This is an optimization exercise on Yosys and OpenROAD, whose aim is small area, a short achievable clock period and few clock cycles per item, not a production implementation.
At most, simulation tests tie the RTL to the original design; equivalence was not proved.
Power and IR drop assume default switching activity.

==> inputs of exp/nickel <==
## inode_cache_lru
module inode_cache_lru #(
   parameter int SLOTS = icl_pkg::DEFAULT_SLOTS
) (
   input  logic                        clock,
   input  logic                        reset,
   input  logic                        req_valid,
   output logic                        req_ready,
   input  logic [icl_pkg::OP_W-1:0]    req_op,
   input  logic [icl_pkg::KEY_W-1:0]   req_key,
   output logic                        rsp_valid,
   input  logic                        rsp_ready,
   output logic [icl_pkg::STATUS_W-1:0] rsp_status,
   output logic                        rsp_hit,
   output logic [icl_pkg::SLOT_W-1:0]  rsp_slot,
   output logic                        rsp_evicted,
   output logic [icl_pkg::KEY_W-1:0]   rsp_evicted_key,
   input  logic                        csr_wr_en,
   input  logic [icl_pkg::COUNT_W-1:0] csr_wr_data
);
Settings: LEC_CHECK=0, ABC_CLOCK_PERIOD_IN_PS=2000, CAP_MARGIN=20, CORE_MARGIN=2, CORE_UTILIZATION=50, CTS_CLUSTER_DIAMETER=80, CTS_CLUSTER_SIZE=24, SETUP_SLACK_MARGIN=2.65, SLEW_MARGIN=20; clock period 5.0 ns.
standard.sh (not shown) runs the stock make flow with config.mk's settings and CLKGATE_MAP_FILE= SYNTH_SCRIPT=/design/flow/synth_recipe.tcl, a recipe that flattens the netlist after the stock synthesis.
==> flow/flow/run.sh <==
#!/bin/bash
# The standard layout (the standard.sh: standard synthesis, then ORFS to finish), with two
# changes: buffer_ports buffers every input and output port with buf_4 instead of its default
# cell (a slow delay buffer), and the resizer may swap a cell for one of another footprint.
set -euo pipefail
bash standard.sh synth > synth.log 2>&1
export BUFFER_PORTS_ARGS="-buffer_cell sky130_fd_sc_hd__buf_4"
MAKEFLAGS="MATCH_CELL_FOOTPRINT=0" bash standard.sh > layout.log 2>&1
==> exp/tundra: changes against exp/nickel <==
==> flow/run.sh (new file) <==
#!/bin/bash
# synth_recipe.tcl (not shown) runs the flow's synth.tcl, then flattens the netlist and writes it again
# the make line also repeats each setting of config.mk as NAME=value (left out here)
make -C /OpenROAD-flow-scripts/flow DESIGN_CONFIG=/design/flow/config.mk WORK_HOME=/design/flow/orfs CLKGATE_MAP_FILE= SYNTH_SCRIPT=/design/flow/synth_recipe.tcl finish
Settings changed: CORE_UTILIZATION 50 to 40, CTS_CLUSTER_DIAMETER 80 to default, CTS_CLUSTER_SIZE 24 to default, SETUP_SLACK_MARGIN 2.65 to 2.5.
removed: flow/flow/run.sh
removed: flow/standard.sh
==> notes <==
- Against exp/nickel, the register-to-register slack of exp/tundra is worse by 0.12 ns.
- In sequential power, exp/tundra and exp/nickel hardly differ.
- exp/nickel completed without violations. exp/tundra finished clean.
- Against exp/tundra, the clock skew of exp/nickel is higher by 0.013 ns.
- Against exp/nickel, the first-iteration DRC count of exp/tundra is larger by 12%.
- Between exp/tundra and exp/nickel, the lower hold slack is in exp/tundra (gap 0.014 ns).
Testbench counts of exp/nickel, summed over its fixed seeds: cycles 12,016, items 12,000.
Testbench counts of exp/tundra, summed over its fixed seeds: cycles 12,016, items 12,000.

==> run F: inputs <==
inode_cache_lru again, from the RTL that the note above started with.
Settings: LEC_CHECK=0, ABC_CLOCK_PERIOD_IN_PS=2000, CAP_MARGIN=20, CORE_MARGIN=2, CORE_UTILIZATION=40, SETUP_SLACK_MARGIN=2.5, SLEW_MARGIN=20; clock period 5.0 ns.
==> flow/flow/run.sh <==
#!/bin/bash
# The standard layout (the standard.sh: standard synthesis, then ORFS to finish), with one
# change: the resizer may swap a cell for one of another footprint, so that the delay cells that
# buffer_ports puts on the ports, and other cells, can be resized to ordinary buffers and gates.
set -euo pipefail
bash standard.sh synth > synth.log 2>&1
MAKEFLAGS="MATCH_CELL_FOOTPRINT=0" bash standard.sh > layout.log 2>&1
==> run K (differences from run F) <==
==> flow/design.v (replaced) <==
package icl_pkg;
   localparam int DEFAULT_SLOTS = 16;
   localparam int KEY_W         = 16;
   localparam int STAMP_W       = 32;
   localparam int COUNT_W       = 17;
   localparam int OP_W          = 2;
   localparam int STATUS_W      = 2;
   localparam int SLOT_W        = 4;
   localparam logic [COUNT_W-1:0] INODE_COUNT_RESET = 17'h10000;
   typedef enum logic [OP_W-1:0] {
      OP_LOOKUP = 2'd0,
      OP_PUT    = 2'd1,
      OP_REMOVE = 2'd2
   } op_type;
   typedef enum logic [STATUS_W-1:0] {
      ST_OK     = 2'd0,
      ST_RANGE  = 2'd1,
      ST_ABSENT = 2'd2
   } status_type;
   typedef enum logic [1:0] {
      S_IDLE,
      S_SCAN,
      S_DONE
   } state_type;
   typedef struct packed {
      logic [KEY_W-1:0]   key;
      logic [STAMP_W-1:0] stamp;
   } entry_type;
endpackage
module inode_cache_lru #(
   parameter int SLOTS = icl_pkg::DEFAULT_SLOTS
) (
   input  logic                        clock,
   input  logic                        reset,
   input  logic                        req_valid,
   output logic                        req_ready,
   input  logic [icl_pkg::OP_W-1:0]    req_op,
   input  logic [icl_pkg::KEY_W-1:0]   req_key,
   output logic                        rsp_valid,
   input  logic                        rsp_ready,
   output logic [icl_pkg::STATUS_W-1:0] rsp_status,
   output logic                        rsp_hit,
   output logic [icl_pkg::SLOT_W-1:0]  rsp_slot,
   output logic                        rsp_evicted,
   output logic [icl_pkg::KEY_W-1:0]   rsp_evicted_key,
   input  logic                        csr_wr_en,
   input  logic [icl_pkg::COUNT_W-1:0] csr_wr_data
);
   localparam int KW = icl_pkg::KEY_W;
   localparam int SW = icl_pkg::SLOT_W;
   localparam int RW = icl_pkg::STATUS_W + 1 + SW + 1 + KW;
   logic [KW-1:0]        key_ff [SLOTS];
   logic [SLOTS-1:0]     valid_ff;
   logic [SLOTS-1:0]     newer_ff [SLOTS];
   logic [icl_pkg::COUNT_W-1:0] inode_count_ff;
   logic                 e_valid_ff;
   logic [icl_pkg::OP_W-1:0] e_op_ff;
   logic [KW-1:0]        e_key_ff;
   logic [SLOTS-1:0]     e_eq_ff;
   logic                 e_range_ff;
   logic                 o0_valid_ff, o1_valid_ff, ready_ff;
   logic [RW-1:0]        o0_ff, o1_ff;
   logic                 adv, exec;
   logic                 is_lookup, is_put, is_remove;
   logic [SLOTS-1:0]     d_eq;
   logic                 d_same;
   logic [SLOTS-1:0]     match, first_inv, lru, alt, sel, wr;
   logic                 found, has_inv;
   logic [SW-1:0]        match_idx, alt_idx;
   logic [KW-1:0]        lru_key;
   logic                 o1_next;
   logic [RW-1:0]        res;
   logic [icl_pkg::STATUS_W-1:0] res_status;
   logic                 res_hit;
   logic [SW-1:0]        res_slot;
   logic                 res_evicted;
   assign adv       = !o1_valid_ff;
   assign req_ready = ready_ff;
   assign exec      = adv && e_valid_ff;
   assign d_same = (req_key == e_key_ff);
   always_comb begin
      for (int i = 0; i < SLOTS; i++)
         d_eq[i] = wr[i] ? d_same : (key_ff[i] == req_key);
   end
   assign is_lookup = (e_op_ff == icl_pkg::OP_LOOKUP);
   assign is_put    = (e_op_ff == icl_pkg::OP_PUT);
   assign is_remove = (e_op_ff == icl_pkg::OP_REMOVE);
   always_comb begin
      for (int i = 0; i < SLOTS; i++) begin
         match[i] = valid_ff[i] && e_eq_ff[i];
         first_inv[i] = !valid_ff[i];
         for (int k = 0; k < i; k++)
            if (!valid_ff[k]) first_inv[i] = 1'b0;
         lru[i] = 1'b1;
         for (int k = 0; k < SLOTS; k++) begin
            if (k < i && !newer_ff[k][i]) lru[i] = 1'b0;
            if (k > i && newer_ff[i][k])  lru[i] = 1'b0;
         end
      end
      found   = |match;
      has_inv = !(&valid_ff);
      alt     = has_inv ? first_inv : lru;
      match_idx = '0;
      alt_idx   = '0;
      lru_key   = '0;
      for (int i = 0; i < SLOTS; i++) begin
         if (match[i]) match_idx = match_idx | SW'(i);
         if (alt[i])   alt_idx   = alt_idx | SW'(i);
         if (lru[i])   lru_key   = lru_key | key_ff[i];
      end
   end
   assign sel = (exec && is_put) ? (found ? match : alt) : '0;
   assign wr  = (exec && is_put && !found) ? alt : '0;
   always_comb begin
      res_status  = icl_pkg::ST_OK;
      res_hit     = 1'b0;
      res_slot    = '0;
      res_evicted = 1'b0;
      if (is_lookup) begin
         if (!e_range_ff) begin
            res_status = icl_pkg::ST_RANGE;
         end else if (found) begin
            res_hit  = 1'b1;
            res_slot = match_idx;
         end else begin
            res_status = icl_pkg::ST_ABSENT;
         end
      end else if (is_put) begin
         res_hit     = found;
         res_slot    = found ? match_idx : alt_idx;
         res_evicted = !found && !has_inv;
      end else if (is_remove) begin
         if (found) begin
            res_hit  = 1'b1;
            res_slot = match_idx;
         end else begin
            res_status = icl_pkg::ST_ABSENT;
         end
      end
   end
   assign res = {res_status, res_hit, res_slot, res_evicted, res_evicted ? lru_key : '0};
   always_ff @(posedge clock) begin
      for (int i = 0; i < SLOTS; i++) begin
         if (wr[i]) key_ff[i] <= e_key_ff;
         for (int j = i + 1; j < SLOTS; j++) begin
            if (sel[i])      newer_ff[i][j] <= 1'b1;
            else if (sel[j]) newer_ff[i][j] <= 1'b0;
         end
      end
   end
   assign o1_next = o1_valid_ff ? !rsp_ready : (exec && o0_valid_ff && !rsp_ready);
   always_ff @(posedge clock) begin
      if (reset) begin
         valid_ff       <= '0;
         inode_count_ff <= icl_pkg::INODE_COUNT_RESET;
         e_valid_ff     <= 1'b0;
         o0_valid_ff    <= 1'b0;
         o1_valid_ff    <= 1'b0;
         ready_ff       <= 1'b1;
      end else begin
         if (csr_wr_en) inode_count_ff <= csr_wr_data;
         for (int i = 0; i < SLOTS; i++) begin
            if (wr[i]) valid_ff[i] <= 1'b1;
            else if (exec && is_remove && match[i]) valid_ff[i] <= 1'b0;
         end
         if (adv) e_valid_ff <= req_valid;
         if (!o0_valid_ff || rsp_ready) o0_valid_ff <= o1_valid_ff || exec;
         o1_valid_ff <= o1_next;
         ready_ff    <= !o1_next;
      end
   end
   always_ff @(posedge clock) begin
      if (adv) begin
         e_op_ff    <= req_op;
         e_key_ff   <= req_key;
         e_eq_ff    <= d_eq;
         e_range_ff <= ({1'b0, req_key} < inode_count_ff);
      end
   end
   always_ff @(posedge clock) begin
      if (!o1_valid_ff) o1_ff <= res;
      if (!o0_valid_ff || rsp_ready) o0_ff <= o1_valid_ff ? o1_ff : res;
   end
   assign rsp_valid = o0_valid_ff;
   assign {rsp_status, rsp_hit, rsp_slot, rsp_evicted, rsp_evicted_key} = o0_ff;
endmodule
==> flow/run.sh (new file) <==
#!/bin/bash
# synth_recipe.tcl (not shown) runs the flow's synth.tcl, then flattens the netlist and writes it again
# the make line also repeats each setting of config.mk as NAME=value (left out here)
make -C /OpenROAD-flow-scripts/flow DESIGN_CONFIG=/design/flow/config.mk WORK_HOME=/design/flow/orfs CLKGATE_MAP_FILE= SYNTH_SCRIPT=/design/flow/synth_recipe.tcl finish
CORE_UTILIZATION = 55   (was 40)
CTS_CLUSTER_DIAMETER = 80   (was unset)
CTS_CLUSTER_SIZE = 30   (was unset)
removed: flow/flow/run.sh
removed: flow/standard.sh
==> comparison table <==
                                                                            run K                  run F
Outcome                                                            finished clean         finished clean
Share of post-route cells with drive strength above 1                       16.7%                  18.0%
Clk slew on worst S/H paths                                               0.12 ns                0.06 ns
Initial drt markers                                                          2128                   1062
Tap Cells                                                                     525                    615
Synth-to-Final Area Change                                                  16.3%                  22.9%
Crit path launch type                                               primary input                   flop
Met3 usage                                                                  4.81%                  2.60%
Worst path arrival time                                                   2.96 ns                2.76 ns
Crit Reg-Reg Startpoint                                     e_eq_ff[14]$_DFFE_PN_  ev_ff[5]$_SDFFE_PP0P_
Count of buffers added by post-CTS timing repair for setup                     49                     30
Global routing met1 resource utilization                                    45.6%                  22.5%
Number of cells on the worst reg-to-reg path                                    7                      5
Level count of the clock H-tree                                                 1                      2
Utilization after layout                                                    64.5%                  49.8%
Internal power                                                          0.00576 W              0.00645 W
Storage element area                                                   0.0131 mm²             0.0129 mm²
Number of nets in the layout                                                 1902                   1612
Worst max-slew margin expressed relative to the limit                       29.3%                  30.5%
Testbench counts of run F, summed over its fixed seeds: cycles 12,016, items 12,000.
For run K, only the layout was checked, not whether the RTL still works.

==> port drivers added, routing unchanged <==
The results above use ideal ports. As a check the final layouts listed here were re-extracted and re-timed, cells and wires unchanged.
Step 1: set_driving_cell puts a clkbuf_16 on clock and a buf_2 on each other input, an assumption about the parent block.
Step 2, shift: input delay + t, output delay - t, t = (earliest + latest rising clock arrival at the registers) / 2. This alone moves slack from input paths to output paths.
a / b / c = ideal / step 1 / step 2; a / b = the first two.
| run | t, ns | setup WS [ns] | slew at the worst register clock pin (ns) |
|---|---|---|---|
| exp/nickel | 0.626 | 2.651 / 2.651 / 2.176 | 0.10 / 0.10 |
| exp/tundra | 0.624 | 2.493 / 2.513 / 1.895 | 0.07 / 0.07 |
| run F | 0.613 | 2.515 / 2.509 / 1.967 | 0.06 / 0.06 |
| run K | 0.656 | 2.505 / 2.497 / 1.871 | 0.12 / 0.12 |
After both steps setup and hold are still met in every run listed. The setup slack of run K, which loses most, moves by -0.008 ns with the drivers and by -0.634 ns with both steps.
